From an optimization exercise on the open Yosys and OpenROAD flow, aimed at small area, a short achievable clock period and few clock cycles; shortcuts taken in it are not production practice.
The RTL was checked by simulation tests, not by an equivalence proof against the original design.
No activity file was given, so power comes from the tool's default toggle rates.

===== design/flow/constraint.sdc =====
create_clock -name core_clock -period 5.0 [get_ports {clk}]
set_input_delay 1.0000 -clock core_clock [delete_from_list [all_inputs] [get_ports {clk}]]
set_output_delay 1.0000 -clock core_clock [all_outputs]
set_load 0.01 [all_outputs]

===== design/flow/design.v =====
module instr_decoder (
    input  logic [16-1:0] instruction,
    output logic [3:0]              cls
);
    localparam logic [3:0] C_NOP = 4'd0, C_ADD = 4'd1, C_ADC = 4'd2, C_SUB = 4'd3,
                           C_AND = 4'd4, C_EOR = 4'd5, C_OR  = 4'd6, C_MOV = 4'd7,
                           C_LDI = 4'd8, C_NEG = 4'd9, C_LD  = 4'd10, C_ST = 4'd11;
    always_comb begin
        casez (instruction)
            16'b0000_11??_????_????: cls = C_ADD;
            16'b0001_11??_????_????: cls = C_ADC;
            16'b0001_10??_????_????: cls = C_SUB;
            16'b0010_00??_????_????: cls = C_AND;
            16'b0010_01??_????_????: cls = C_EOR;
            16'b0010_10??_????_????: cls = C_OR;
            16'b0010_11??_????_????: cls = C_MOV;
            16'b1110_????_????_????: cls = C_LDI;
            16'b1001_010?_????_0001: cls = C_NEG;
            16'b1000_000?_????_0000: cls = C_LD;
            16'b1000_001?_????_0000: cls = C_ST;
            default:                 cls = C_NOP;
        endcase
    end
endmodule
module register_file (
    input  logic                       clk,
    input  logic                       clear,
    input  logic [5-1:0] a_addr,
    input  logic [5-1:0] b_addr,
    output logic [8-1:0]     a_data,
    output logic [8-1:0]     b_data,
    output logic [8-1:0]     zl_data,
    output logic [8-1:0]     zh_data,
    input  logic                       wr_en,
    input  logic [5-1:0] wr_addr,
    input  logic [8-1:0]     wr_data
);
    logic [2**5-1:0][8-1:0] regs;
    logic [8-1:0] wd;
    assign wd = wr_data & {8{~clear}};
    always_ff @(posedge clk) begin
        for (int i = 0; i < 2**5; i++)
            if (clear || (wr_en && wr_addr == i[5-1:0]))
                regs[i] <= wd;
    end
    assign a_data  = regs[a_addr];
    assign b_data  = regs[b_addr];
    assign zl_data = regs[30];
    assign zh_data = regs[31];
endmodule
module alu (
    input  logic                   arith,     
    input  logic                   invr,      
    input  logic                   sel_sum,   
    input  logic                   sel_and,
    input  logic                   sel_or,
    input  logic                   sel_y,     
    input  logic [8-1:0] x,         
    input  logic [8-1:0] y,
    input  logic                   cin,
    output logic [8-1:0] result,
    output logic                   cout,
    output logic                   zero
);
    localparam int W = 8;
    logic [W:0]   c0, c1, c;
    logic [W-1:0] yr, s, g, t, k, zb;
    always_comb begin
        yr = y ^ {W{invr}};
        g  = x & y;
        t  = x | y;
        c0[0] = 1'b0;
        c1[0] = 1'b1;
        for (int i = 0; i < W; i++) begin
            c0[i+1] = g[i] | (t[i] & c0[i]);
            c1[i+1] = g[i] | (t[i] & c1[i]);
        end
        c = cin ? c1 : c0;
        for (int i = 0; i < W; i++)
            s[i] = x[i] ^ (yr[i] ^ (c[i] & arith));
    end
    assign cout = c[W];
    assign result = ({W{sel_sum}} & s)
                  | ({W{sel_and}} & g)
                  | ({W{sel_or}}  & t)
                  | ({W{sel_y}}   & y);
    always_comb begin
        k = {(invr ? g[W-2:0] : t[W-2:0]), cin} & {W{arith}};
        for (int i = 0; i < W; i++)
            zb[i] = x[i] ^ (yr[i] ^ k[i]);
    end
    assign zero = (sel_sum & (zb == '0))
                | (sel_and & (g == '0))
                | (sel_or  & (t == '0))
                | (sel_y   & (y == '0));
endmodule
module avr_core (
    input  logic                    clk,
    input  logic                    reset,
    output logic [10-1:0]    program_counter,
    input  logic [16-1:0] instruction,
    output logic [16-1:0]  bus_addr,
    output logic [8-1:0]  bus_wdata,
    input  logic [8-1:0]  bus_rdata,
    output logic                    mem_we,
    output logic                    mem_oe
);
    localparam logic [3:0] C_NOP = 4'd0, C_ADD = 4'd1, C_ADC = 4'd2, C_SUB = 4'd3,
                           C_AND = 4'd4, C_EOR = 4'd5, C_OR  = 4'd6, C_MOV = 4'd7,
                           C_LDI = 4'd8, C_NEG = 4'd9, C_LD  = 4'd10, C_ST = 4'd11;
    logic [3:0]  f_cls;
    logic [11:0] f_raw;
    instr_decoder i_dec (
        .instruction (instruction),
        .cls         (f_cls)
    );
    assign f_raw = instruction[11:0];
    always_ff @(posedge clk or posedge reset) begin
        if (reset)
            program_counter <= '0;
        else
            program_counter <= program_counter + 1'b1;
    end
    logic [4:0] a_addr, b_addr;
    logic [7:0] a_data, b_data, zl, zh;
    logic [7:0] a_val, b_val;
    logic [7:0] e_result;
    logic       e_wr, e_ld, e_cupd;
    logic [4:0] e_rd;
    logic [7:0] e_x, e_y;
    logic       e_arith, e_invr, e_sel_sum, e_sel_and, e_sel_or, e_sel_y;
    logic       e_cin1, e_cinc;
    logic       carry;
    assign a_addr = f_raw[8:4];
    assign b_addr = {f_raw[9], f_raw[3:0]};
    register_file i_regs (
        .clk     (clk),
        .clear   (reset),
        .a_addr  (a_addr),
        .b_addr  (b_addr),
        .a_data  (a_data),
        .b_data  (b_data),
        .zl_data (zl),
        .zh_data (zh),
        .wr_en   (e_wr),
        .wr_addr (e_rd),
        .wr_data (e_result)
    );
    assign a_val = (e_wr && e_rd == a_addr) ? e_result : a_data;
    assign b_val = (e_wr && e_rd == b_addr) ? e_result : b_data;
    logic       f_sum_ops;
    assign f_sum_ops = (f_cls == C_ADD) || (f_cls == C_ADC) || (f_cls == C_SUB) || (f_cls == C_NEG);
    always_ff @(posedge clk or posedge reset) begin
        if (reset) begin
            e_wr   <= 1'b0;
            e_ld   <= 1'b0;
            e_cupd <= 1'b0;
        end else begin
            e_wr   <= (f_cls != C_NOP) && (f_cls != C_ST);
            e_ld   <= (f_cls == C_LD);
            e_cupd <= f_sum_ops;
        end
    end
    always_ff @(posedge clk) begin
        e_rd   <= (f_cls == C_LDI) ? {1'b1, f_raw[7:4]} : f_raw[8:4];
        e_x    <= a_val ^ {8{(f_cls == C_SUB) || (f_cls == C_NEG)}};
        case (f_cls)
            C_LDI:   e_y <= {f_raw[11:8], f_raw[3:0]};
            C_NEG:   e_y <= 8'h00;
            default: e_y <= b_val;
        endcase
        e_arith   <= f_sum_ops;
        e_invr    <= (f_cls == C_SUB);
        e_sel_sum <= f_sum_ops || (f_cls == C_EOR);
        e_sel_and <= (f_cls == C_AND);
        e_sel_or  <= (f_cls == C_OR);
        e_sel_y   <= (f_cls == C_MOV) || (f_cls == C_LDI);
        e_cin1    <= (f_cls == C_NEG);
        e_cinc    <= (f_cls == C_ADC);
    end
    logic [7:0] alu_result;
    logic       alu_cout, alu_zero, e_zero;
    logic       zh_zero, zl_ok, zh_zero_n, zl_ok_n, zwin_n;
    logic       oe_q, we_q;
    alu i_alu (
        .arith   (e_arith),
        .invr    (e_invr),
        .sel_sum (e_sel_sum),
        .sel_and (e_sel_and),
        .sel_or  (e_sel_or),
        .sel_y   (e_sel_y),
        .x       (e_x),
        .y       (e_y),
        .cin     (e_cin1 | (e_cinc & carry)),
        .result  (alu_result),
        .cout    (alu_cout),
        .zero    (alu_zero)
    );
    assign zh_zero_n = (e_wr && e_rd == 31) ? e_zero : zh_zero;
    assign zl_ok_n   = (e_wr && e_rd == 30) ? (e_result[7] ^ e_result[6]) : zl_ok;
    assign zwin_n    = zh_zero_n & zl_ok_n;
    always_ff @(posedge clk or posedge reset) begin
        if (reset) begin
            zh_zero <= 1'b1;
            zl_ok   <= 1'b0;
            oe_q    <= 1'b0;
            we_q    <= 1'b0;
        end else begin
            zh_zero <= zh_zero_n;
            zl_ok   <= zl_ok_n;
            oe_q    <= (f_cls == C_LD) && zwin_n;
            we_q    <= (f_cls == C_ST) && zwin_n;
        end
    end
    assign e_result = e_ld ? (bus_rdata & {8{oe_q}}) : alu_result;
    assign e_zero   = e_ld ? ((bus_rdata & {8{oe_q}}) == 8'h00) : alu_zero;
    always_ff @(posedge clk or posedge reset) begin
        if (reset)
            carry <= 1'b0;
        else if (e_cupd)
            carry <= alu_cout ^ e_cin1;
    end
    assign bus_addr  = {zh, zl};
    assign bus_wdata = e_x;
    assign mem_we    = we_q;
    assign mem_oe    = oe_q;
endmodule

===== design/flow/config.mk =====
export PLATFORM = sky130hd
export DESIGN_NAME = avr_core
export DESIGN_NICKNAME = avr_core
export VERILOG_FILES = /design/flow/design.v
export SDC_FILE = /design/flow/constraint.sdc
export NUM_CORES = 4
export LEC_CHECK = 0
export CAP_MARGIN = 20
export CORE_MARGIN = 2
export CORE_UTILIZATION = 40
export CTS_BUF_LIST = sky130_fd_sc_hd__clkbuf_8 sky130_fd_sc_hd__clkbuf_16
export CTS_CLUSTER_DIAMETER = 100
export CTS_CLUSTER_SIZE = 26
export GPL_ROUTABILITY_DRIVEN = 0
export SETUP_SLACK_MARGIN = 2.3
export SLEW_MARGIN = 20

===== design/flow/standard.sh =====
#!/bin/bash
# synth_recipe.tcl (not shown) runs the flow's synth.tcl, then flattens the netlist and writes it again
# the make line also repeats each setting of config.mk as NAME=value (left out here)
make -C /OpenROAD-flow-scripts/flow DESIGN_CONFIG=/design/flow/config.mk WORK_HOME=/design/flow/orfs CLKGATE_MAP_FILE= SYNTH_SCRIPT=/design/flow/synth_recipe.tcl "${@:-finish}"

===== design/flow/flow/run.sh =====
#!/bin/bash
# Standard layout, with plain buffers (instead of delay cells) on the ports.
# Synthesis runs first, exactly as the standard flow does it.
set -euo pipefail
bash standard.sh synth > synth.log 2>&1
export BUFFER_PORTS_ARGS="-buffer_cell sky130_fd_sc_hd__buf_2"
bash standard.sh finish > finish.log 2>&1

==> results of run 1 <==
[kinds of logic after synthesis]
| kind of cell | count (synthesis) |
|---|---|
| flip-flops | 303 |
| AO/OA/AOI/OAI | 149 |
| multiplexers | 169 |
| adder cells (fa/ha/maj) | 3 |
| AND/OR/NAND/NOR | 199 |
| buffers and inverters | 109 |
| XOR/XNOR | 52 |
[cells in the final DEF (no fill, tap or decap), drive strengths merged, types with 7 or more instances in the layout]
master,synthesis,layout
a211oi,11,11
a21o,7,7
a21oi,32,32
and3,11,11
buf,50,91
clkbuf,45,19
dfrtp,17,17
dfxtp,29,29
edfxtp,256,256
inv,14,24
mux2i,8,8
mux4,160,160
nand2,67,67
nand3,21,21
nand4,8,8
nor2,26,28
nor2b,13,13
nor3,7,7
nor4,9,9
o21ai,37,37
or2,10,10
xnor2,36,36
xor2,16,16
[registers in the layout, summed over array words and instances (netlist names)]
name             cells
e_ld                 1
e_cin1               1
e_arith              1
e_wr                 1
carry                1
e_y                  8
program_counter     10
e_invr               1
e_sel_or             1
e_sel_sum            1
e_sel_y              1
we_q                 1
e_sel_and            1
i_regs.regs        256
zl_ok                1
e_cinc               1
zh_zero              1
e_rd                 5
oe_q                 1
e_x                  8
e_cupd               1
[metal layers]
layer  routed length [µm]  part of all wire  vias to the layer above  track usage
met4                  885             0.021                        0      0.04921
met2                20120              0.47                      441       0.3340
met1                18140              0.43                     4929       0.3082
li1                     -                 -                     4022            -
met3                 3385             0.080                       54      0.03019
met5                    0                 0                        -            0
[power groups by stage]
| stage | Sequential [mW] | Combinational, mW | Clock, mW |
|---|---|---|---|
| 6_report | 3.09 | 0.986 | 1.34 |
| 5_1_grt | 3.11 | 1.05 | 1.44 |
| 4_1_cts | 3.08 | 0.954 | 1.36 |
| 3_5_place_dp | 3.14 | 0.920 | 0 |
| 3_3_place_gp | 3.13 | 0.911 | 0 |
| 2_1_floorplan | 3.04 | 0.740 | 0 |
[final cells by class]
type                       count  share of cell area
antenna                        1           0.0001455
clock buffer                  15             0.02183
clock inverter                10            0.002474
inverter                      14            0.003202
multi-input combinational    574              0.3743
sequential                   303              0.5088
tap                          518             0.03769
timing repair buffer          98             0.05159
[what timing repair did]
action	in CTS	in global routing
gates cloned	5	3
endpoints found under the setup margin	231	231
setup buffers	0	10
pin swaps	0	5
gates resized for setup	40	34
[per-stage QoR]
step | cells | cell area [µm²]
6_report | 1533 | 17190
5_1_grt | 1532 | 17190
4_1_cts | 1519 | 16940
3_5_place_dp | 1489 | 16250
3_3_place_gp | 1488 | 16220
2_1_floorplan | 984 | 15730
[worst register-to-register path, stage by stage (launching register included)]
cell      delay, ps
dfrtp_1         400
a21o_1          230
maj3_1          410
o221ai_1        240
xnor2_1         130
o221ai_1        410
and2_2          410
buf_8           220
[how the worst min path moves through the flow]
stage,end,from,cells past startpoint
after global placement,carry$_DFFE_PP0P_,e_cupd$_DFF_PP0_,1
after CTS,carry$_DFFE_PP0P_,e_cupd$_DFF_PP0_,1
after global routing,carry$_DFFE_PP0P_,e_cupd$_DFF_PP0_,1
final,carry$_DFFE_PP0P_,e_cupd$_DFF_PP0_,1
after detailed placement,carry$_DFFE_PP0P_,e_cupd$_DFF_PP0_,1
after floorplan,carry$_DFFE_PP0P_,e_cupd$_DFF_PP0_,1
==> impl_metrics.py, run 1 <==
metrics = {
    "global_route": {
        "grt_max_degree": 68,
        "antenna_found_initial": 1,
        "grt_pass1_wl_mm": 63.31,
        "grt.total_usage": 0.2102,
        "first_global_vias": 9241,
        "overflow": 0,
    },
    "synthesis": {
        "ys_dominant_reg_cell": "edfxtp_1",
        "synthAdderAreaFrac": 0.002098,
        "synth-async-reset-ratio": 0.05941,
        "synth-edff-count": 256,
        "yosys.cell_types.count": 74,
        "synthMuxAreaShare": 0.2383,
        "ys_seq_area_frac": 0.5623,
        "synth_most_common_cell": "edfxtp_1",
        "synth.area.top_cells": "edfxtp_1 (50%), mux4_2 (23%), dfxtp_1 (3.7%)",
        "synth_xor_area_frac": 0.03203,
        "syn_area_per_cell_um2": 15.76,
        "synth_compound_area_frac": 0.06584,
        "syn-num-nets": 1011,
        "ys.warnings.count": 4,
        "synth_top_area_cell": "edfxtp_1",
        "synth-simple-area-share": 0.06576,
        "synth_cells": 984,
        "synth_top_family_by_area": "multiplexers",
        "ys_top_cells_by_count": "edfxtp_1 (256), mux4_2 (160), nand2_1 (67)",
        "ys_seq_elements": 303,
        "yosys.area.top_type_share": 0.4957,
        "syn_area_um2": 15510,
    },
    "pwr": {
        "p_clk_frac": 0.247,
        "p_leak_nw": 5.996,
        "seqPwrFrac": 0.571,
        "p_sw_frac": 0.2700,
        "p_switching_mw": 1.463,
        "finalPower_mw": 5.416,
        "p_int_mw": 3.954,
        "vdd_drop_max_mv": 0.2121,
        "power_density_nw_per_um2": 315.0,
        "comb_power_share": 0.182,
    },
    "job": {
        "cap_violations": 0,
    },
    "place": {
        "place_hpwl_mm": 27.62,
        "io_buffers": 61,
        "dp_slack_ps": 1160,
    },
    "cts": {
        "htree_levels": 1,
        "cts-root-buf": "clkbuf_16",
        "clk_pin_slew_worst_paths_ps": 100,
        "cts_hold_buf": 0,
        "clock_path_buffers": 3,
        "cts_buffers": 15,
        "clock_latency_ps": 520,
        "cts_tree": "built",
        "numClockSinks": 303,
    },
    "critical_path": {
        "critPathArrivalTime_ps": 3110,
        "critPathCaptureType": "flip-flop",
        "crit_chain": "buf_16 -> bufbuf_16 -> mux4_2 -> mux4_2 -> mux2i_2 -> nor2_1 -> a21oi_1 -> xnor2_1",
        "cp_data_required_time_ps": 5440,
        "regToRegSetupSlack_ps": 2390,
        "timing.rr.end": "i_regs.regs[194]$_DFFE_PP_",
        "rr_worst_depth": 7,
        "path_buf_inv": 2,
        "regToRegStartpoint": "carry$_DFFE_PP0P_",
        "endpoint": "e_x[3]$_DFF_P_",
        "startpoint_type": "input pin",
        "critPathMaxStageDelay_ps": 500,
        "crit_path_top_delay_cell": "mux4_2",
        "cpMostUsedCell": "mux4_2",
        "critPathMaxFanout": 18,
        "path_class": "input pin to flip-flop",
        "startpoint": "instruction[4]",
        "path_delay_family": "multiplexers",
        "cp_num_cells": 8,
    },
    "floorplan": {
        "io_pins": 62,
        "die_w_um": 200.9,
        "die-area_um2": 40360,
        "chipHeight_um": 200.9,
        "coreArea_um2": 38470,
        "start_util": 0.4031,
        "fp-row-count": 72,
    },
    "layout": {
        "drive_above_1_share": 0.3363,
        "utilization": 0.4470,
        "ff_latch_area_um2": 8748,
        "fill_cells": 3367,
        "layout.nets": 1033,
        "multi_input_area_um2": 6435,
        "syn_to_final_growth_pct": 10.88,
    },
    "timing": {
        "timing.final.hold_violations": 0,
        "clock_skew_ps": 30.71,
        "layout_setup_ws_ps": 2331,
        "slew_violations": 0,
        "max_freq_mhz": 374.6,
        "setup_violations": 0,
        "tightest_slew_ps": 1153,
        "min_period_ps": 2669,
        "hold_slack_ps": 437.3,
        "finalSetupTns_ps": 0,
        "relSlewSlack": 0.2263,
        "rsz0062_at_grt": "yes",
        "fin_crit_sh": 0.5338,
    },
    "drt": {
        "drtIter0Drc": 1055,
        "routedWlPerCell_um": 27.74,
        "viasPerCell": 6.162,
        "drtAntennaViolNets": 0,
        "dr.pass1.iters": 5,
        "wl_mm": 42.53,
        "vias": 9446,
        "route.detailed.drc": 0,
    },
    "worst_hold_path": {
        "hold_path_class": "flip-flop to flip-flop",
    },
    "outcome": {
        "outcome": "complete, no violations",
    },
}
Testbench counts, summed over its fixed seeds: cycles 14,784.
==> run 2: changes to the inputs <==
--- a/design/flow/config.mk
+++ b/design/flow/config.mk
@@ -13,4 +13,4 @@
 export CTS_CLUSTER_SIZE = 26
 export GPL_ROUTABILITY_DRIVEN = 0
-export SETUP_SLACK_MARGIN = 2.3
+export SETUP_SLACK_MARGIN = 2.7
 export SLEW_MARGIN = 20
==> run 2 against run 1 <==
  * Combinational power is 19% higher
  * Total power increased by 4.1%
  * Still clean on timing, DRC and antenna
  * Die area unchanged
  * Clock power about the same
  * Synthesized area did not move
  * Fmax grew 2.1%
  * Core utilization up 3.4 points
  * Clock-buffer cell count unchanged
  * First-iteration DRC count is 11% higher
==> impl_metrics.py, run 2 <==
metrics = {
    "timing": {
        "setup_violations": 0,
        "max_freq_mhz": 382.4,
        "relSlewSlack": 0.3964,
        "clock_skew_ps": 13.17,
        "rsz0062_at_grt": "yes",
        "timing.final.hold_violations": 0,
        "fin_crit_sh": 0.5230,
        "slew_violations": 0,
        "tightest_slew_ps": 902.0,
        "finalSetupTns_ps": 0,
        "min_period_ps": 2615,
    },
    "layout": {
        "drive_above_1_share": 0.4280,
        "regMostFlops": "i_regs.regs",
        "utilization": 0.4809,
        "layout_common_cells": "edfxtp_1 (256), mux4_2 (160), nand2_1 (59)",
        "largest_reg_flops": 256,
        "layout.nets": 1084,
        "fin_cells": 1581,
        "n_antenna_cell": 0,
        "final_common_cell": "edfxtp_1",
        "final_area_um2": 18500,
        "reg.largest.list": "i_regs.regs x256, program_counter x10",
        "syn_to_final_growth_pct": 19.30,
    },
    "pwr": {
        "seqPwrFrac": 0.548,
        "p_leak_nw": 6.494,
        "p_int_mw": 4.110,
        "finalPower_mw": 5.636,
        "p_sw_frac": 0.2708,
        "power_density_nw_per_um2": 304.6,
        "comb_power_share": 0.208,
        "vdd_drop_max_mv": 0.2464,
        "p_switching_mw": 1.526,
        "p_clk_frac": 0.244,
    },
    "global_route": {
        "grt_pass1_wl_mm": 67.01,
        "antenna_found_initial": 1,
        "grt_max_degree": 56,
        "grt.total_usage": 0.2250,
        "overflow": 0,
        "first_global_vias": 9742,
    },
    "job": {
        "cap_violations": 0,
    },
    "cts": {
        "cts-root-buf": "clkbuf_16",
        "clk_pin_slew_worst_paths_ps": 100,
        "cts_hold_buf": 0,
        "htree_levels": 1,
        "numClockSinks": 303,
        "cts_buffers": 15,
        "clock_path_buffers": 3,
        "cts_tree": "built",
        "clock_latency_ps": 500,
    },
    "synthesis": {
        "synth_most_common_cell": "edfxtp_1",
        "yosys.area.top_type_share": 0.4957,
        "synth-async-reset-ratio": 0.05941,
        "syn-num-nets": 1011,
        "synth_cells": 984,
        "syn_area_um2": 15510,
        "ys.warnings.count": 4,
        "synth-edff-count": 256,
        "ys_seq_area_frac": 0.5623,
        "syn_area_per_cell_um2": 15.76,
        "synth_top_area_cell": "edfxtp_1",
        "ys_top_cells_by_count": "edfxtp_1 (256), mux4_2 (160), nand2_1 (67)",
        "ys_dominant_reg_cell": "edfxtp_1",
        "yosys.cell_types.count": 74,
        "ys_seq_elements": 303,
        "synth.area.top_cells": "edfxtp_1 (50%), mux4_2 (23%), dfxtp_1 (3.7%)",
    },
    "drt": {
        "vias": 10090,
        "routedWlPerCell_um": 29.19,
        "wl_mm": 46.15,
        "drtIter0Drc": 1167,
        "viasPerCell": 6.381,
        "route.detailed.drc": 0,
        "dr.pass1.iters": 6,
        "drtAntennaViolNets": 0,
    },
    "critical_path": {
        "path_class": "input pin to flip-flop",
        "cp_data_required_time_ps": 5390,
        "critPathCaptureType": "flip-flop",
        "critPathArrivalTime_ps": 3010,
        "critPathMaxFanout": 8,
        "startpoint_type": "input pin",
    },
    "place": {
        "place_inst": 1483,
        "place_hpwl_mm": 27.34,
        "dpl_cell_area_um2": 16320,
        "io_buffers": 61,
    },
    "floorplan": {
        "io_pins": 62,
        "start_util": 0.4031,
        "fp-row-count": 72,
        "coreArea_um2": 38470,
        "die_w_um": 200.9,
        "die-area_um2": 40360,
        "chipHeight_um": 200.9,
    },
    "worst_hold_path": {
        "hold_path_class": "flip-flop to flip-flop",
    },
    "outcome": {
        "outcome": "complete, no violations",
    },
}
==> run 2: cell counts after synthesis <==
No cell type changed its count.
==> run 2: worst max-delay path, cell delays in order <==
cell and delay, ps:
buf_16 140, buf_6 130, buf_16 130, mux4_2 520
mux4_2 470, mux2_4 310, nand2_4 70, o31ai_4 60
xor2_1 160
==> run 2: worst paths after layout <==
path	start	endpoint	slack, ps	depth (start not counted)
worst max-delay path	instruction[4]	e_x[4]$_DFF_P_	2390	9
worst min-delay path	e_cupd$_DFF_PP0_	carry$_DFFE_PP0P_	450	1
worst max register to register	e_x[6]$_DFF_P_	i_regs.regs[6]$_DFFE_PP_	2520	9
worst min register to register	e_cupd$_DFF_PP0_	carry$_DFFE_PP0P_	450	1
max in group asynchronous	reset	e_ld$_DFF_PP0_	3800	2
min in group asynchronous	reset	e_wr$_DFF_PP0_	810	2
==> run 2: cells by family (layout without fill, tap and decap cells) <==
| group | count (synthesis) | count (layout) | share of synthesized area |
|---|---|---|---|
| AO/OA/AOI/OAI | 149 | 149 | 0.06584 |
| adder cells (fa/ha/maj) | 3 | 3 | 0.002098 |
| XOR/XNOR | 52 | 52 | 0.03203 |
| flip-flops | 303 | 303 | 0.5623 |
| buffers and inverters | 109 | 180 | 0.03373 |
| multiplexers | 169 | 169 | 0.2383 |
| AND/OR/NAND/NOR | 199 | 207 | 0.06576 |
==> run 2: power by group through the flow <==
stage	Clock [mW]	Combinational, mW	Sequential [mW]
3_5_place_dp	0	0.933	3.14
5_1_grt	1.48	1.24	3.11
2_1_floorplan	0	0.767	3.04
4_1_cts	1.40	1.09	3.09
6_report	1.37	1.17	3.09
3_3_place_gp	0	0.925	3.14
==> run 2: cell type report <==
class                   instances  area (µm²)
clock inverters                 8       57.56
well taps                     518       648.1
flip-flops and latches        303        8775
inverters                      14       63.81
multi-input cells             580        6847
clock buffers                  15       375.4
repair buffers                143        1734
fillers                      3241       19970
==> run 2: what timing repair did <==
item	CTS	global route
hold endpoints to repair	0	0
gates cloned	24	7
pin swaps	22	23
endpoints found under the setup margin	458	277
setup buffers	27	17
gates resized for setup	134	52
==> run 2: metal layers <==
| metal | track usage | wire length (µm) | vias up |
|---|---|---|---|
| li1 | - | - | 4159 |
| met1 | 0.3193 | 18080 | 5162 |
| met2 | 0.3487 | 21190 | 668 |
| met3 | 0.05260 | 5396 | 99 |
| met4 | 0.06376 | 1479 | 0 |
| met5 | 0 | 0 | - |
==> run 2: through the flow <==
stage | hold WS, ps | setup WS (ps)
after floorplan | 418.1 | 2134
after global placement | 427.0 | 1180
after detailed placement | 432.1 | 1148
after CTS | 445.8 | 2384
after global routing | 505.8 | 2350
final | 447.8 | 2385
==> run 3: changes to the inputs <==
--- a/design/flow/config.mk
+++ b/design/flow/config.mk
@@ -6,4 +6,5 @@
 export NUM_CORES = 4
 export LEC_CHECK = 0
+export ABC_AREA = 1
 export CAP_MARGIN = 20
 export CORE_MARGIN = 2
==> run 3 against run 2 <==
  * Setup slack better by 270 ps
  * Combinational power is 7% lower
  * Synthesized cell count is 73% higher
  * Core utilization is 0.47 points higher
  * Register-to-register slack better by 140 ps
  * Sequential share of layout area is 1.0 points lower
  * Fmax is 11% higher
  * Via count is 41% higher
  * Synthesized area is 2.0% higher
  * Total power is 2.6% lower
  * Final area is 1.9% higher
==> impl_metrics.py, run 3 <==
metrics = {
    "outcome": {
        "outcome": "complete, no violations",
    },
    "global_route": {
        "grt.total_usage": 0.2635,
        "grt_pass1_wl_mm": 82.10,
        "grt_max_degree": 90,
        "overflow": 0,
        "first_global_vias": 13140,
        "antenna_found_initial": 0,
    },
    "critical_path": {
        "path_class": "input pin to flip-flop",
        "regToRegSetupSlack_ps": 2660,
        "critPathCaptureType": "flip-flop",
        "cp_data_required_time_ps": 5140,
        "critPathArrivalTime_ps": 2490,
        "critPathMaxFanout": 19,
        "startpoint_type": "input pin",
    },
    "drt": {
        "route.detailed.drc": 0,
        "dr.pass1.iters": 9,
        "viasPerCell": 6.217,
        "drtAntennaViolNets": 0,
        "routedWlPerCell_um": 25.94,
        "wl_mm": 59.50,
        "vias": 14260,
        "drtIter0Drc": 2431,
    },
    "synthesis": {
        "syn-num-nets": 1726,
        "ys_seq_area_frac": 0.5513,
        "ys_top_cells_by_count": "edfxtp_1 (256), nand2_1 (253), o21ai_0 (198)",
        "ys_dominant_reg_cell": "edfxtp_1",
        "yosys.area.top_type_share": 0.4861,
        "synth-edff-count": 256,
        "syn_area_per_cell_um2": 9.309,
        "yosys.cell_types.count": 57,
        "ys.warnings.count": 4,
        "synth.area.top_cells": "edfxtp_1 (49%), o21ai_0 (6.3%), nand2_1 (6.0%)",
        "synth-async-reset-ratio": 0.05941,
        "ys_seq_elements": 303,
        "syn_area_um2": 15820,
        "synth_cells": 1699,
        "synth_most_common_cell": "edfxtp_1",
        "synth_top_area_cell": "edfxtp_1",
    },
    "timing": {
        "hold_slack_ps": 446.7,
        "relSlewSlack": 0.4010,
        "timing.final.hold_violations": 0,
        "tightest_slew_ps": 892.5,
        "finalSetupTns_ps": 0,
        "max_freq_mhz": 426.4,
        "rsz0062_at_grt": "yes",
        "slew_violations": 0,
        "fin_crit_sh": 0.4691,
        "clock_skew_ps": 33.71,
        "setup_violations": 0,
        "min_period_ps": 2345,
    },
    "layout": {
        "drive_above_1_share": 0.1898,
        "final_common_cell": "edfxtp_1",
        "reg.largest.list": "i_regs.regs x256, program_counter x10",
        "syn_to_final_growth_pct": 19.22,
        "regMostFlops": "i_regs.regs",
        "largest_reg_flops": 256,
        "layout_common_cells": "edfxtp_1 (256), nand2_1 (239), o21ai_0 (156)",
        "n_antenna_cell": 0,
        "layout.nets": 1794,
    },
    "cts": {
        "numClockSinks": 303,
        "cts-root-buf": "clkbuf_16",
        "htree_levels": 1,
        "clock_path_buffers": 3,
        "clk_pin_slew_worst_paths_ps": 100,
        "clock_latency_ps": 530,
        "cts_buffers": 15,
        "cts_tree": "built",
    },
    "floorplan": {
        "io_pins": 62,
        "die_w_um": 202.8,
        "coreArea_um2": 38830,
        "fp-row-count": 72,
        "chipHeight_um": 202.8,
        "die-area_um2": 41140,
        "start_util": 0.4073,
    },
    "worst_hold_path": {
        "hold_path_class": "flip-flop to flip-flop",
    },
    "job": {
        "cap_violations": 0,
    },
    "pwr": {
        "vdd_drop_max_mv": 0.1666,
        "power_density_nw_per_um2": 291.3,
        "p_leak_nw": 7.072,
    },
    "place": {
        "io_buffers": 61,
        "place_hpwl_mm": 34.53,
    },
}
run 3: what timing repair did:
item,4_1_cts,5_1_grt
hold buffers,0,0
cloned,10,17
pin swaps,15,33
buffers inserted,32,29
endpoints found under the setup margin,511,295
resized for setup,104,117
run 3: layout make-up:
type / instances / area (µm²)
Clock buffer: 15 / 375.4
Clock inverter: 11 / 53.80
Fill cell: 3493 / 19970
Inverter: 146 / 654.4
Multi-Input combinational cell: 1120 / 6329
Sequential cell: 303 / 8747
Tap cell: 518 / 648.1
Timing Repair Buffer: 177 / 2004
Timing Repair inverter: 4 / 42.54
run 3: final timing paths:
kind	from	end	cells past startpoint
max	reset	i_regs.regs[27]$_DFFE_PP_	4
min	e_cupd$_DFF_PP0_	carry$_DFFE_PP0P_	1
max reg2reg	carry$_DFFE_PP0P_	i_regs.regs[237]$_DFFE_PP_	12
min reg2reg	e_cupd$_DFF_PP0_	carry$_DFFE_PP0P_	1
max in group asynchronous	reset	oe_q$_DFF_PP0_	4
min in group asynchronous	reset	zl_ok$_DFF_PP0_	2
run 3: cells by family (layout without fill, tap and decap cells):
group	after synthesis	in the layout	synth area share
xor+xnor	36	36	0.02089
simple gates	568	572	0.1569
buf+inv	280	353	0.07674
fa+ha+maj	1	1	0.0007910
compound gates	511	511	0.1934
flops	303	303	0.5513
run 3: critical path, cell delays in order:
cell and delay, ps:
buf_2 530, clkinv_4 350, buf_16 260, o21ai_2 310
run 3: power breakdown:
group / switching (mW) / internal (mW) / total [mW] / leakage, nW
registers: 0.104 / 2.91 / 3.01 / 3.12
clock network: 0.823 / 0.564 / 1.39 / 0.243
logic: 0.716 / 0.379 / 1.09 / 3.71
run 3: metrics by stage:
stage          std cells  utilization  total power, mW  worst slack (ps)  area (µm²)
6_report            2294       0.4856            5.491              2655       18850
5_1_grt             2294       0.4856            5.667              2560       18850
4_1_cts             2248       0.4600            5.328              2607       17860
3_5_place_dp        2180       0.4255            3.899              1528       16520
3_3_place_gp        2179       0.4246            3.882              1281       16480
2_1_floorplan       1699            -            3.596              2618       15950
run 3: routing by layer:
layer	up-vias	track usage	part of all wire
met5	-	0	0.0013
met4	2	0.1225	0.050
met3	212	0.04575	0.12
met2	1020	0.4141	0.44
met1	6818	0.3560	0.38
li1	6209	-	-
==> run 4: changes to the inputs <==
--- a/design/flow/config.mk
+++ b/design/flow/config.mk
@@ -6,5 +6,4 @@
 export NUM_CORES = 4
 export LEC_CHECK = 0
-export ABC_AREA = 1
 export CAP_MARGIN = 20
 export CORE_MARGIN = 2
@@ -14,4 +13,4 @@
 export CTS_CLUSTER_SIZE = 26
 export GPL_ROUTABILITY_DRIVEN = 0
-export SETUP_SLACK_MARGIN = 2.7
+export SETUP_SLACK_MARGIN = 2.5
 export SLEW_MARGIN = 20
==> run 4 against run 3 <==
  * Clock power about the same
  * Synthesized cell count is 42% lower
  * Routed wire length is 27% lower
  * Die area shrank 1.9%
  * Fmax fell by 6.5%
  * Via count is 32% lower
  * Setup slack lost 160 ps
  * Global-route usage decreased by 4.8 points
  * Critical path depth up 4
  * Final area fell by 5.7%
  * Worst hold slack got worse by 4.9 ps
  * Core utilization fell by 2.3 points
  * Critical path type unchanged
  * Critical endpoint is now e_x[4]$_DFF_P_
  * Largest power group unchanged
  * Highest routed layer is now met4
==> impl_metrics.py, run 4 <==
metrics = {
    "synthesis": {
        "yosys.cell_types.count": 74,
        "synth_cells": 984,
        "synth-edff-count": 256,
        "synth_most_common_cell": "edfxtp_1",
        "yosys.area.top_type_share": 0.4957,
        "synth.area.top_cells": "edfxtp_1 (50%), mux4_2 (23%), dfxtp_1 (3.7%)",
        "ys.warnings.count": 4,
        "synth_top_area_cell": "edfxtp_1",
        "synth-async-reset-ratio": 0.05941,
        "syn_area_um2": 15510,
        "ys_dominant_reg_cell": "edfxtp_1",
        "syn-num-nets": 1011,
        "ys_seq_elements": 303,
        "ys_seq_area_frac": 0.5623,
        "syn_area_per_cell_um2": 15.76,
        "ys_top_cells_by_count": "edfxtp_1 (256), mux4_2 (160), nand2_1 (67)",
    },
    "drt": {
        "viasPerCell": 6.202,
        "met1_length_mm": 17.70,
        "dr.pass1.iters": 5,
        "route.detailed.drc": 0,
        "vias": 9657,
        "routedWlPerCell_um": 28.06,
        "drtIter0Drc": 1198,
        "wl_met3_mm": 3.897,
        "wl_met2_mm": 21.29,
        "routed.top_layer": "met4",
        "wl_mm": 43.69,
        "drtAntennaViolNets": 0,
    },
    "cts": {
        "htree_levels": 1,
        "clk_pin_slew_worst_paths_ps": 100,
        "cts_hold_buf": 0,
        "numClockSinks": 303,
        "cts_tree": "built",
        "clock_path_buffers": 3,
        "cts-root-buf": "clkbuf_16",
        "cts_buffers": 15,
        "clock_latency_ps": 510,
    },
    "timing": {
        "timing.final.hold_violations": 0,
        "rsz0062_at_grt": "yes",
        "slew_violations": 0,
        "clock_skew_ps": 25.14,
        "relSlewSlack": 0.2754,
        "min_period_ps": 2507,
        "setup_violations": 0,
        "finalSetupTns_ps": 0,
        "max_freq_mhz": 398.8,
        "fin_crit_sh": 0.5015,
        "tightest_slew_ps": 1080,
    },
    "critical_path": {
        "crit_chain": "buf_16 -> buf_16 -> mux4_2 -> mux4_2 -> mux2_4 -> nand2_2 -> o31ai_2 -> xor2_1",
        "regToRegStartpoint": "e_x[5]$_DFF_P_",
        "cp_num_cells": 8,
        "critPathMaxFanout": 6,
        "critPathCaptureType": "flip-flop",
        "startpoint_type": "input pin",
        "cp_data_required_time_ps": 5390,
        "timing.rr.end": "e_y[5]$_DFF_P_",
        "path_buf_inv": 2,
        "crit_path_top_delay_cell": "mux4_2",
        "startpoint": "instruction[4]",
        "path_delay_family": "multiplexers",
        "critPathMaxStageDelay_ps": 550,
        "endpoint": "e_x[4]$_DFF_P_",
        "path_class": "input pin to flip-flop",
        "rr_worst_depth": 6,
        "regToRegSetupSlack_ps": 2540,
        "critPathArrivalTime_ps": 2900,
    },
    "pwr": {
        "p_leak_nw": 6.237,
        "vdd_drop_max_mv": 0.1798,
        "power_density_nw_per_um2": 312.7,
    },
    "layout": {
        "final_area_um2": 17790,
        "syn_to_final_growth_pct": 14.70,
        "n_antenna_cell": 0,
        "layout.nets": 1058,
        "largest_reg_flops": 256,
        "layout_common_cells": "edfxtp_1 (256), mux4_2 (160), nand2_1 (66)",
        "reg.largest.list": "i_regs.regs x256, program_counter x10",
        "final_common_cell": "edfxtp_1",
        "drive_above_1_share": 0.3773,
        "regMostFlops": "i_regs.regs",
    },
    "job": {
        "cap_violations": 0,
    },
    "global_route": {
        "grt_pass1_wl_mm": 64.45,
        "overflow": 0,
        "grt.total_usage": 0.2157,
        "antenna_found_initial": 0,
        "grt_max_degree": 54,
        "first_global_vias": 9414,
    },
    "floorplan": {
        "io_pins": 62,
        "die_w_um": 200.9,
        "start_util": 0.4031,
        "chipHeight_um": 200.9,
        "die-area_um2": 40360,
        "coreArea_um2": 38470,
        "fp-row-count": 72,
    },
    "place": {
        "place_hpwl_mm": 27.84,
        "dpl_cell_area_um2": 16260,
        "io_buffers": 61,
    },
    "outcome": {
        "outcome": "complete, no violations",
    },
    "worst_hold_path": {
        "hold_path_class": "flip-flop to flip-flop",
    },
}
==> run 4: layout make-up <==
| type | count | area, µm² |
|---|---|---|
| fill | 3289 | 20680 |
| sequential | 303 | 8762 |
| multi-input combinational | 573 | 6569 |
| timing repair buffer | 124 | 1308 |
| tap | 518 | 648.1 |
| clock buffer | 15 | 375.4 |
| clock inverter | 10 | 67.56 |
| inverter | 14 | 57.56 |
==> run 4: cell families after synthesis <==
family                   Yosys count  share of synthesized area
flip-flops                       303                     0.5623
AND/OR/NAND/NOR                  199                    0.06576
multiplexers                     169                     0.2383
AO/OA/AOI/OAI                    149                    0.06584
buffers and inverters            109                    0.03373
XOR/XNOR                          52                    0.03203
adder cells (fa/ha/maj)            3                   0.002098
==> run 4: power by group <==
part | internal, mW | switching, mW
sequential | 2.93 | 0.160
clock | 0.607 | 0.790
combinational | 0.530 | 0.547
==> run 4: how the worst min path moves through the flow <==
stage / from / endpoint / slack, ps / cells after the start
after detailed placement: e_cupd$_DFF_PP0_ / carry$_DFFE_PP0P_ / 430 / 1
after floorplan: e_cupd$_DFF_PP0_ / carry$_DFFE_PP0P_ / 420 / 1
after global routing: e_cupd$_DFF_PP0_ / carry$_DFFE_PP0P_ / 460 / 1
after CTS: e_cupd$_DFF_PP0_ / carry$_DFFE_PP0P_ / 440 / 1
final: e_cupd$_DFF_PP0_ / carry$_DFFE_PP0P_ / 440 / 1
after global placement: e_cupd$_DFF_PP0_ / carry$_DFFE_PP0P_ / 420 / 1
==> run 4: repair_timing <==
action	4_1_cts	5_1_grt
setup buffers	10	20
setup endpoints to repair	280	229
pin swaps	14	12
gates resized for setup	86	43
gates cloned	13	1
==> run 4: stage by stage <==
stage | hold WS (ps) | cells | power (mW) | util | setup WS, ps
finish | 441.8 | 1557 | 5.562 | 0.4624 | 2493
global route | 462.3 | 1557 | 5.762 | 0.4624 | 2431
CTS | 442.8 | 1536 | 5.516 | 0.4533 | 2439
detailed placement | 426.7 | 1488 | 4.054 | 0.4227 | 1053
global placement | 423.0 | 1487 | 4.038 | 0.4222 | 1102
floorplan | 418.1 | 984 | 3.778 | - | 2134
==> run 4: routing by layer <==
| layer | global-route usage | up-vias |
|---|---|---|
| li1 | - | 4078 |
| met1 | 0.3071 | 5029 |
| met2 | 0.3545 | 500 |
| met3 | 0.03425 | 50 |
| met4 | 0.04153 | 0 |
| met5 | 0 | - |
==> run 5: changes to the inputs <==
--- a/design/flow/config.mk
+++ b/design/flow/config.mk
@@ -11,5 +11,5 @@
 export CTS_BUF_LIST = sky130_fd_sc_hd__clkbuf_8 sky130_fd_sc_hd__clkbuf_16
 export CTS_CLUSTER_DIAMETER = 100
-export CTS_CLUSTER_SIZE = 26
+export CTS_CLUSTER_SIZE = 30
 export GPL_ROUTABILITY_DRIVEN = 0
 export SETUP_SLACK_MARGIN = 2.5
==> run 5 against run 4 <==
  * Total power hardly changed
  * Synthesized cell count did not move
  * Clock power is essentially flat
  * Critical path depth increased by 1
  * Critical endpoint is now e_x[3]$_DFF_P_
  * Sequential power is essentially flat
  * Clock-buffer cell count grew 1
  * First-iteration DRC count is 6.9% lower
  * Sequential share of layout area decreased by 0.36 points
  * Fmax fell by 2.6%
  * Via count is 0.33% higher
  * Largest cell class unchanged
  * Worst hold slack improved by 19 ps
==> impl_metrics.py, run 5 <==
metrics = {
    "floorplan": {
        "die_w_um": 200.9,
        "die-area_um2": 40360,
        "start_util": 0.4031,
        "coreArea_um2": 38470,
        "chipHeight_um": 200.9,
        "io_pins": 62,
        "fp-row-count": 72,
    },
    "synthesis": {
        "synth_compound_area_frac": 0.06584,
        "synth_most_common_cell": "edfxtp_1",
        "ys_top_cells_by_count": "edfxtp_1 (256), mux4_2 (160), nand2_1 (67)",
        "synth-async-reset-ratio": 0.05941,
        "syn_area_per_cell_um2": 15.76,
        "ys_seq_elements": 303,
        "yosys.area.top_type_share": 0.4957,
        "synth_top_family_by_area": "multiplexers",
        "synth_top_area_cell": "edfxtp_1",
        "yosys.cell_types.count": 74,
        "synthAdderAreaFrac": 0.002098,
        "syn-num-nets": 1011,
        "syn_area_um2": 15510,
        "ys.warnings.count": 4,
        "synth-edff-count": 256,
        "synth.area.top_cells": "edfxtp_1 (50%), mux4_2 (23%), dfxtp_1 (3.7%)",
        "ys_dominant_reg_cell": "edfxtp_1",
        "synth_cells": 984,
        "synthMuxAreaShare": 0.2383,
        "synth_xor_area_frac": 0.03203,
        "synth-simple-area-share": 0.06576,
        "ys_seq_area_frac": 0.5623,
    },
    "timing": {
        "clock_skew_ps": 25.54,
        "timing.final.hold_violations": 0,
        "rsz0062_at_grt": "yes",
        "slew_violations": 0,
        "fin_crit_sh": 0.5151,
        "finalSetupTns_ps": 0,
        "hold_slack_ps": 460.9,
        "tightest_slew_ps": 1062,
        "max_freq_mhz": 388.3,
        "setup_violations": 0,
        "relSlewSlack": 0.2875,
        "min_period_ps": 2575,
    },
    "pwr": {
        "power_density_nw_per_um2": 310.2,
        "p_leak_nw": 6.294,
        "vdd_drop_max_mv": 0.1801,
    },
    "drt": {
        "route.detailed.drc": 0,
        "drtAntennaViolNets": 0,
        "viasPerCell": 6.187,
        "dr.pass1.iters": 8,
        "vias": 9689,
        "drtIter0Drc": 1115,
        "routedWlPerCell_um": 28.01,
        "wl_mm": 43.86,
    },
    "critical_path": {
        "startpoint_type": "input pin",
        "startpoint": "instruction[4]",
        "crit_path_top_delay_cell": "mux4_2",
        "crit_chain": "buf_16 -> buf_12 -> buf_16 -> mux4_2 -> mux4_2 -> mux2i_1 -> nor2_1 -> a21oi_1 -> xnor2_1",
        "rr_worst_depth": 6,
        "critPathMaxFanout": 6,
        "critPathMaxStageDelay_ps": 540,
        "timing.rr.end": "i_regs.regs[181]$_DFFE_PP_",
        "endpoint": "e_x[3]$_DFF_P_",
        "cp_data_required_time_ps": 5450,
        "regToRegStartpoint": "e_y[5]$_DFF_P_",
        "regToRegSetupSlack_ps": 2490,
        "path_class": "input pin to flip-flop",
        "critPathArrivalTime_ps": 3020,
        "critPathCaptureType": "flip-flop",
    },
    "layout": {
        "reg.largest.list": "i_regs.regs x256, program_counter x10",
        "n_antenna_cell": 0,
        "layout.nets": 1067,
        "largest_reg_flops": 256,
        "layout_common_cells": "edfxtp_1 (256), mux4_2 (160), nand2_1 (66)",
        "final_area_um2": 17930,
        "fill_cells": 3273,
        "regMostFlops": "i_regs.regs",
        "syn_to_final_growth_pct": 15.63,
        "drive_above_1_share": 0.3817,
        "fin_cells": 1566,
        "final_common_cell": "edfxtp_1",
    },
    "cts": {
        "htree_levels": 1,
        "clk_pin_slew_worst_paths_ps": 110,
        "numClockSinks": 303,
        "cts_tree": "built",
        "cts-root-buf": "clkbuf_16",
        "cts_buffers": 14,
        "clock_path_buffers": 3,
        "cts_hold_buf": 0,
        "clock_latency_ps": 510,
    },
    "place": {
        "dpl_cell_area_um2": 16260,
        "place_hpwl_mm": 27.84,
        "place_inst": 1488,
        "io_buffers": 61,
    },
    "outcome": {
        "outcome": "complete, no violations",
    },
    "global_route": {
        "overflow": 0,
        "grt.total_usage": 0.2125,
        "grt_max_degree": 54,
        "first_global_vias": 9407,
        "antenna_found_initial": 0,
        "grt_pass1_wl_mm": 63.76,
    },
    "job": {
        "cap_violations": 0,
    },
    "worst_hold_path": {
        "hold_path_class": "flip-flop to flip-flop",
    },
}
[run 5: area by class of cell]
cell class,instances,area [µm²],area share
clock buffers,16,389.1,0.02170
inverters,14,57.56,0.003210
clock inverters,8,47.55,0.002652
repair buffers,134,1451,0.08094
well taps,518,648.1,0.03615
multi-input cells,573,6569,0.3663
flip-flops and latches,303,8768,0.4890
[run 5: layer usage]
metal / GRT usage / wire length, µm
met5: 0 / 0
met4: 0.03862 / 816
met3: 0.03571 / 3880
met2: 0.3510 / 21390
met1: 0.3008 / 17770
[run 5: repair_timing]
| action | 4_1_cts | 5_1_grt |
|---|---|---|
| pin swaps | 15 | 18 |
| gates resized for setup | 82 | 49 |
| setup buffers | 10 | 29 |
| endpoints found under the setup margin | 281 | 198 |
| cloned | 11 | 4 |
[run 5: cell families after synthesis]
family          Yosys count
compound gates          149
xor+xnor                 52
fa+ha+maj                 3
buf+inv                 109
flops                   303
mux                     169
simple gates            199
[run 5: how the worst min path moves through the flow]
stage | from | endpoint | depth (start not counted)
final | e_cupd$_DFF_PP0_ | carry$_DFFE_PP0P_ | 1
after global routing | e_cupd$_DFF_PP0_ | carry$_DFFE_PP0P_ | 1
after CTS | e_cupd$_DFF_PP0_ | carry$_DFFE_PP0P_ | 1
after detailed placement | e_cupd$_DFF_PP0_ | carry$_DFFE_PP0P_ | 1
after global placement | e_cupd$_DFF_PP0_ | carry$_DFFE_PP0P_ | 1
after floorplan | e_cupd$_DFF_PP0_ | carry$_DFFE_PP0P_ | 1
[run 5: power breakdown]
group          switching (mW)  total [mW]  internal, mW
clock network           0.802        1.38         0.579
registers               0.160        3.09          2.93
logic                   0.555        1.09         0.539
[run 5: stage by stage]
| stage | util | power, mW | setup slack (ps) |
|---|---|---|---|
| 4_1_cts | 0.4517 | 5.493 | 2449 |
| 2_1_floorplan | - | 3.778 | 2134 |
| 3_5_place_dp | 0.4227 | 4.054 | 1053 |
| 3_3_place_gp | 0.4222 | 4.038 | 1102 |
| 6_report | 0.4661 | 5.561 | 2425 |
| 5_1_grt | 0.4661 | 5.755 | 2365 |
[run 5: critical path: cells and delay by family]
kind,cells,cell delay [ps]
AND/OR/NAND/NOR,1,60
XOR/XNOR,1,130
buffers and inverters,3,410
AO/OA/AOI/OAI,1,160
multiplexers,3,1240
==> run 6: changes to the inputs <==
--- a/design/flow/config.mk
+++ b/design/flow/config.mk
@@ -6,4 +6,5 @@
 export NUM_CORES = 4
 export LEC_CHECK = 0
+export ABC_AREA = 1
 export CAP_MARGIN = 20
 export CORE_MARGIN = 2
@@ -11,5 +12,5 @@
 export CTS_BUF_LIST = sky130_fd_sc_hd__clkbuf_8 sky130_fd_sc_hd__clkbuf_16
 export CTS_CLUSTER_DIAMETER = 100
-export CTS_CLUSTER_SIZE = 30
+export CTS_CLUSTER_SIZE = 26
 export GPL_ROUTABILITY_DRIVEN = 0
 export SETUP_SLACK_MARGIN = 2.5
==> run 6 against run 5 <==
  * Global-route usage up 3.5 points
  * Fmax up 5.5%
  * Setup slack better by 130 ps
  * Critical path depth up 1
  * Flip-flop and latch count unchanged
  * Synthesized area up 2.0%
  * Clock power about the same
  * Largest cell class unchanged
==> impl_metrics.py, run 6 <==
metrics = {
    "outcome": {
        "outcome": "complete, no violations",
    },
    "floorplan": {
        "chipHeight_um": 202.8,
        "io_pins": 62,
        "fp-row-count": 72,
        "start_util": 0.4073,
        "die-area_um2": 41140,
        "die_w_um": 202.8,
        "coreArea_um2": 38830,
    },
    "timing": {
        "min_period_ps": 2441,
        "clock_skew_ps": 18.40,
        "max_freq_mhz": 409.7,
        "timing.final.hold_violations": 0,
        "tightest_slew_ps": 745.1,
        "setup_violations": 0,
        "slew_violations": 0,
        "relSlewSlack": 0.5032,
        "finalSetupTns_ps": 0,
        "fin_crit_sh": 0.4882,
        "rsz0062_at_grt": "no",
        "layout_setup_ws_ps": 2559,
    },
    "critical_path": {
        "startpoint": "instruction[2]",
        "endpoint": "e_y[6]$_DFF_P_",
        "critPathMaxStageDelay_ps": 350,
        "startpoint_type": "input pin",
        "cpMostUsedCell": "o21ai_0",
        "timing.rr.end": "i_regs.regs[76]$_DFFE_PP_",
        "critPathCaptureType": "flip-flop",
        "critPathMaxFanout": 22,
        "crit_path_top_delay_cell": "buf_4",
        "cp_data_required_time_ps": 5420,
        "crit_chain": "buf_4 -> clkinvlp_4 -> buf_4 -> nor2_4 -> nand2_1 -> nand3_1 -> o21ai_0 -> a21oi_1 -> o21ai_0 -> o21ai_0",
        "path_class": "input pin to flip-flop",
        "critPathArrivalTime_ps": 2860,
        "regToRegStartpoint": "e_y[3]$_DFF_P_",
        "regToRegSetupSlack_ps": 2650,
        "rr_worst_depth": 13,
    },
    "drt": {
        "route.detailed.drc": 0,
        "drtIter0Drc": 1785,
        "drtAntennaViolNets": 0,
        "viasPerCell": 6.151,
        "wl_mm": 54.15,
        "routedWlPerCell_um": 24.26,
        "dr.pass1.iters": 6,
        "vias": 13730,
    },
    "cts": {
        "cts_tree": "built",
        "cts-root-buf": "clkbuf_16",
        "numClockSinks": 303,
        "htree_levels": 1,
        "clock_path_buffers": 3,
        "clock_latency_ps": 510,
        "clk_pin_slew_worst_paths_ps": 100,
        "cts_hold_buf": 0,
        "cts_buffers": 15,
    },
    "synthesis": {
        "synth_top_area_cell": "edfxtp_1",
        "syn-num-nets": 1726,
        "ys_top_cells_by_count": "edfxtp_1 (256), nand2_1 (253), o21ai_0 (198)",
        "ys_dominant_reg_cell": "edfxtp_1",
        "ys_seq_area_frac": 0.5513,
        "ys_seq_elements": 303,
        "synth_cells": 1699,
        "synth_most_common_cell": "edfxtp_1",
        "syn_area_per_cell_um2": 9.309,
        "syn_area_um2": 15820,
        "ys.warnings.count": 4,
        "synth-async-reset-ratio": 0.05941,
        "yosys.area.top_type_share": 0.4861,
        "synth.area.top_cells": "edfxtp_1 (49%), o21ai_0 (6.3%), nand2_1 (6.0%)",
        "yosys.cell_types.count": 57,
        "synth-edff-count": 256,
    },
    "job": {
        "cap_violations": 0,
    },
    "layout": {
        "final_area_um2": 17600,
        "syn_to_final_growth_pct": 11.27,
        "n_antenna_cell": 0,
        "largest_reg_flops": 256,
        "final_common_cell": "edfxtp_1",
        "layout_common_cells": "edfxtp_1 (256), nand2_1 (249), o21ai_0 (173)",
        "reg.largest.list": "i_regs.regs x256, program_counter x10",
        "regMostFlops": "i_regs.regs",
        "drive_above_1_share": 0.1289,
        "layout.nets": 1733,
        "utilization": 0.4532,
    },
    "global_route": {
        "grt_pass1_wl_mm": 77.66,
        "first_global_vias": 12680,
        "grt_max_degree": 100,
        "grt.total_usage": 0.2477,
        "antenna_found_initial": 0,
        "overflow": 0,
    },
    "pwr": {
        "seqPwrFrac": 0.564,
        "comb_power_share": 0.176,
        "p_sw_frac": 0.2904,
        "p_clk_frac": 0.259,
        "vdd_drop_max_mv": 0.2121,
        "p_int_mw": 3.772,
        "finalPower_mw": 5.315,
        "power_density_nw_per_um2": 302.0,
        "p_leak_nw": 6.508,
        "p_switching_mw": 1.543,
    },
    "place": {
        "dpl_cell_area_um2": 16390,
        "place_hpwl_mm": 33.17,
        "io_buffers": 61,
        "dp_slack_ps": 1074,
    },
    "worst_hold_path": {
        "hold_path_class": "flip-flop to flip-flop",
    },
}
[run 6: cell count changes after synthesis, sizes merged, moves of 18 or more]
cell	change
a21oi	+121
clkbuf	+22
inv	+130
mux4	-160
nand2	+196
nand3	+138
nor2	+89
o2111ai	+25
o211ai	+67
o21ai	+166
o221ai	+18
xnor2	-29
[run 6: metrics by stage]
step	hold slack [ps]	instances
3_5_place_dp	452.8	2179
3_3_place_gp	432.0	2179
5_1_grt	492.4	2232
2_1_floorplan	422.2	1699
4_1_cts	466.6	2211
6_report	462.3	2232
[run 6: critical path: cells and delay by family]
kind | cells | cell delay (ps)
AOI/OAI and AO/OA | 4 | 470
buffers and inverters | 3 | 700
and+or+nand+nor | 3 | 650
[run 6: final cells by class]
class / count / area, µm²
clock inverters: 10 / 56.30
clock buffers: 15 / 375.4
repair buffers: 123 / 1105
fillers: 3621 / 21230
inverters: 146 / 613.1
flip-flops and latches: 303 / 8721
multi-input cells: 1117 / 6080
well taps: 518 / 648.1
[run 6: power by group through the flow]
stage	clock network (mW)	registers, mW	logic (mW)
floorplan	0	3.02	0.559
global placement	0	3.05	0.822
detailed placement	0	3.06	0.832
CTS	1.40	3.00	0.859
global route	1.48	3.02	1.01
finish	1.38	3.00	0.936
[run 6: worst min-delay path by stage]
stage,startpoint,endpoint,slack [ps],cells past startpoint
5_1_grt,e_cupd$_DFF_PP0_,carry$_DFFE_PP0P_,490,1
4_1_cts,e_cupd$_DFF_PP0_,carry$_DFFE_PP0P_,470,1
3_5_place_dp,e_cupd$_DFF_PP0_,carry$_DFFE_PP0P_,450,1
2_1_floorplan,e_cupd$_DFF_PP0_,carry$_DFFE_PP0P_,420,1
3_3_place_gp,e_cupd$_DFF_PP0_,carry$_DFFE_PP0P_,430,1
6_report,e_cupd$_DFF_PP0_,carry$_DFFE_PP0P_,460,1
[run 6: metal layers]
metal  wire length (µm)  GRT usage  vias up
met5                  0          0        -
met4               2421    0.09698        0
met3               6010    0.04703      140
met2              24640     0.3925      900
met1              21070     0.3367     6605
li1                   -          -     6084
[run 6: timing repair]
action                                  4_1_cts  5_1_grt
resized for setup                            59       57
setup buffers                                 7       14
endpoints found under the setup margin      275      448
gates cloned                                  0        7
pin swaps                                     3        7
[run 6: cells by family after synthesis]
kind of cell / count (synthesis) / synth area share
flops: 303 / 0.5513
buf+inv: 280 / 0.07674
simple gates: 568 / 0.1569
xor+xnor: 36 / 0.02089
compound gates: 511 / 0.1934
fa+ha+maj: 1 / 0.0007910
==> run 7: changes to the inputs <==
--- a/design/flow/config.mk
+++ b/design/flow/config.mk
@@ -14,4 +14,4 @@
 export CTS_CLUSTER_SIZE = 26
 export GPL_ROUTABILITY_DRIVEN = 0
-export SETUP_SLACK_MARGIN = 2.5
+export SETUP_SLACK_MARGIN = 2.3
 export SLEW_MARGIN = 20
==> run 7 against run 6 <==
  * Still clean
  * Clock skew is 10 ps higher
  * Total power is 1.3% higher
  * Register-to-register slack worse by 210 ps
  * Clock power is 9% higher
  * First-iteration DRC count is 3.1% higher
  * Fmax is 6.7% lower
  * Clock-buffer cell count is 2 higher
  * Largest cell class unchanged
==> impl_metrics.py, run 7 <==
metrics = {
    "layout": {
        "layout_common_cells": "edfxtp_1 (256), nand2_1 (251), o21ai_0 (173)",
        "syn_to_final_growth_pct": 8.892,
        "reg.largest.list": "i_regs.regs x256, program_counter x10",
        "final_common_cell": "edfxtp_1",
        "regMostFlops": "i_regs.regs",
        "drive_above_1_share": 0.1068,
        "fin_cells": 2222,
        "largest_reg_flops": 256,
        "n_antenna_cell": 0,
        "layout.nets": 1721,
        "final_area_um2": 17220,
        "utilization": 0.4435,
    },
    "synthesis": {
        "syn-num-nets": 1726,
        "synth_top_area_cell": "edfxtp_1",
        "synth-edff-count": 256,
        "syn_area_um2": 15820,
        "synth_most_common_cell": "edfxtp_1",
        "ys.warnings.count": 4,
        "yosys.cell_types.count": 57,
        "ys_seq_area_frac": 0.5513,
        "yosys.area.top_type_share": 0.4861,
        "synth_cells": 1699,
        "ys_seq_elements": 303,
        "ys_top_cells_by_count": "edfxtp_1 (256), nand2_1 (253), o21ai_0 (198)",
        "syn_area_per_cell_um2": 9.309,
        "synth-async-reset-ratio": 0.05941,
        "synth.area.top_cells": "edfxtp_1 (49%), o21ai_0 (6.3%), nand2_1 (6.0%)",
        "ys_dominant_reg_cell": "edfxtp_1",
    },
    "cts": {
        "cts_hold_buf": 0,
        "cts-root-buf": "clkbuf_16",
        "clock_path_buffers": 3,
        "cts_tree": "built",
        "numClockSinks": 303,
        "clk_pin_slew_worst_paths_ps": 100,
        "clock_latency_ps": 540,
        "htree_levels": 1,
        "cts_buffers": 16,
    },
    "place": {
        "io_buffers": 61,
        "dp_slack_ps": 1194,
        "place_inst": 2181,
        "place_hpwl_mm": 34.17,
        "dpl_cell_area_um2": 16420,
    },
    "timing": {
        "rsz0062_at_grt": "yes",
        "setup_violations": 0,
        "timing.final.hold_violations": 0,
        "clock_skew_ps": 28.49,
        "min_period_ps": 2616,
        "hold_slack_ps": 448.7,
        "fin_crit_sh": 0.5233,
        "max_freq_mhz": 382.2,
        "tightest_slew_ps": 1231,
        "relSlewSlack": 0.1740,
        "slew_violations": 0,
        "finalSetupTns_ps": 0,
        "layout_setup_ws_ps": 2384,
    },
    "critical_path": {
        "timing.rr.end": "i_regs.regs[73]$_DFFE_PP_",
        "crit_path_top_delay_cell": "buf_4",
        "critPathArrivalTime_ps": 3050,
        "rr_worst_depth": 8,
        "startpoint_type": "input pin",
        "cp_data_required_time_ps": 5430,
        "regToRegStartpoint": "e_invr$_DFF_P_",
        "path_delay_family": "compound AO/OA/AOI/OAI gates",
        "critPathMaxStageDelay_ps": 550,
        "startpoint": "instruction[5]",
        "regToRegSetupSlack_ps": 2440,
        "critPathMaxFanout": 48,
        "endpoint": "e_x[5]$_DFF_P_",
        "cp_num_cells": 11,
        "path_buf_inv": 2,
        "path_class": "input pin to flip-flop",
        "cpMostUsedCell": "nand2_1",
        "crit_chain": "buf_2 -> buf_4 -> o21ai_0 -> o221ai_1 -> nand2_1 -> nand2_1 -> o311ai_0 -> nand3_1 -> nand2_1 -> nand2_1 -> nand2_1",
        "critPathCaptureType": "flip-flop",
    },
    "drt": {
        "dr.pass1.iters": 6,
        "route.detailed.drc": 0,
        "drtIter0Drc": 1841,
        "drtAntennaViolNets": 0,
        "routedWlPerCell_um": 23.81,
        "vias": 13430,
        "viasPerCell": 6.043,
        "wl_mm": 52.90,
    },
    "global_route": {
        "first_global_vias": 12830,
        "overflow": 0,
        "grt.total_usage": 0.2504,
        "grt_max_degree": 96,
        "grt_pass1_wl_mm": 78.34,
        "antenna_found_initial": 0,
    },
    "pwr": {
        "p_leak_nw": 6.365,
        "vdd_drop_max_mv": 0.1639,
        "power_density_nw_per_um2": 312.7,
        "finalPower_mw": 5.384,
    },
    "outcome": {
        "outcome": "complete, no violations",
    },
    "floorplan": {
        "die-area_um2": 41140,
        "coreArea_um2": 38830,
        "chipHeight_um": 202.8,
        "die_w_um": 202.8,
        "fp-row-count": 72,
        "io_pins": 62,
        "start_util": 0.4073,
    },
    "job": {
        "cap_violations": 0,
    },
    "worst_hold_path": {
        "hold_path_class": "flip-flop to flip-flop",
    },
}
[run 7: cell types whose count changed in the layout (fill, tap and decap cells not counted), moves of 2 or more]
cell / delta
nand2_1: +2
buf_12: -5
nor2_4: -3
o21ai_2: -19
inv_6: +2
inv_8: -2
o21ai_1: +19
a221oi_1: +2
buf_6: -3
a221oi_2: -2
nor2_1: +2
clkbuf_16: -3
[run 7: logic make-up after synthesis]
family / Yosys count / synth area share
XOR/XNOR: 36 / 0.02089
flip-flops: 303 / 0.5513
AO/OA/AOI/OAI: 511 / 0.1934
AND/OR/NAND/NOR: 568 / 0.1569
adder cells (fa/ha/maj): 1 / 0.0007910
buffers and inverters: 280 / 0.07674
[run 7: layout make-up]
cell class                 count  area, µm²
inverter                     146      576.8
multi-input combinational   1116       5944
clock buffer                  17      425.4
sequential                   303       8721
fill                        3686      21610
clock inverter                11      75.07
tap                          518      648.1
timing repair buffer         111      830.8
[run 7: worst reg2reg max path, delay by kind of cell, from the launching register on]
kind                   cells  cell delay, ps
AND/OR/NAND/NOR            3             520
XOR/XNOR                   3             680
flip-flops                 1             570
buffers and inverters      1             430
AO/OA/AOI/OAI              1             110
[run 7: repair_timing]
item                                    in CTS  in global routing
pin swaps                                    1                  4
gates cloned                                 0                  1
resized for setup                           26                 23
endpoints found under the setup margin     126                116
buffers inserted                             3                  8
[run 7: layer usage]
metal  vias to the layer above  track usage  wire length, µm
li1                       6055            -                -
met5                         -            0                0
met4                         0       0.1019             2358
met3                       136      0.04350             5316
met2                       776       0.4061            24450
met1                      6460       0.3335            20770
[run 7: power by group]
group	internal (mW)	switching [mW]
clock network	0.642	0.857
registers	2.90	0.0979
logic	0.261	0.622
total	3.81	1.58
[run 7: worst min path at each step]
| stage | end | slack [ps] | startpoint | depth (start not counted) |
|---|---|---|---|---|
| after floorplan | carry$_DFFE_PP0P_ | 420 | e_cupd$_DFF_PP0_ | 1 |
| after global placement | carry$_DFFE_PP0P_ | 430 | e_cupd$_DFF_PP0_ | 1 |
| after detailed placement | carry$_DFFE_PP0P_ | 440 | e_cupd$_DFF_PP0_ | 1 |
| after CTS | carry$_DFFE_PP0P_ | 450 | e_cupd$_DFF_PP0_ | 1 |
| after global routing | carry$_DFFE_PP0P_ | 500 | e_cupd$_DFF_PP0_ | 1 |
| final | carry$_DFFE_PP0P_ | 450 | e_cupd$_DFF_PP0_ | 1 |

## static timing again, ports no longer ideal
Ports are ideal in the flow. The routed layouts listed here were re-timed in OpenROAD.
Step 1 (the two cells are an assumption about what drives the block):
set clk [get_ports {clk}]
set_driving_cell -lib_cell sky130_fd_sc_hd__clkbuf_16 $clk
set_driving_cell -lib_cell sky130_fd_sc_hd__buf_2 [delete_from_list [all_inputs] $clk]
Step 2 adds t to the input delays and takes it off the output delays; t is the mean of the earliest and latest rising clock arrival at the registers after step 1. Input paths then give back, and output paths get back, about the clock's delay inside the block.
Three values: no drivers, after step 1, after step 2; two values: the first two.
run | shift t [ns] | setup WS [ns] | latest minus earliest clock arrival (ns)
run 1 | 0.550 | 2.331 / 2.202 / 1.652 | 0.032 / 0.032
run 2 | 0.548 | 2.385 / 2.110 / 1.562 | 0.015 / 0.015
run 3 | 0.569 | 2.655 / 2.563 / 1.994 | 0.034 / 0.034
run 4 | 0.552 | 2.493 / 2.221 / 1.669 | 0.026 / 0.026
run 5 | 0.550 | 2.425 / 2.195 / 1.645 | 0.025 / 0.026
run 6 | 0.558 | 2.559 / 2.580 / 2.021 | 0.021 / 0.021
run 7 | 0.575 | 2.384 / 2.415 / 1.840 | 0.028 / 0.028
After both steps setup and hold are still met in every run listed. For run 4, which loses most, drivers alone change the setup slack by -0.272 ns; drivers and shift together by -0.824 ns.
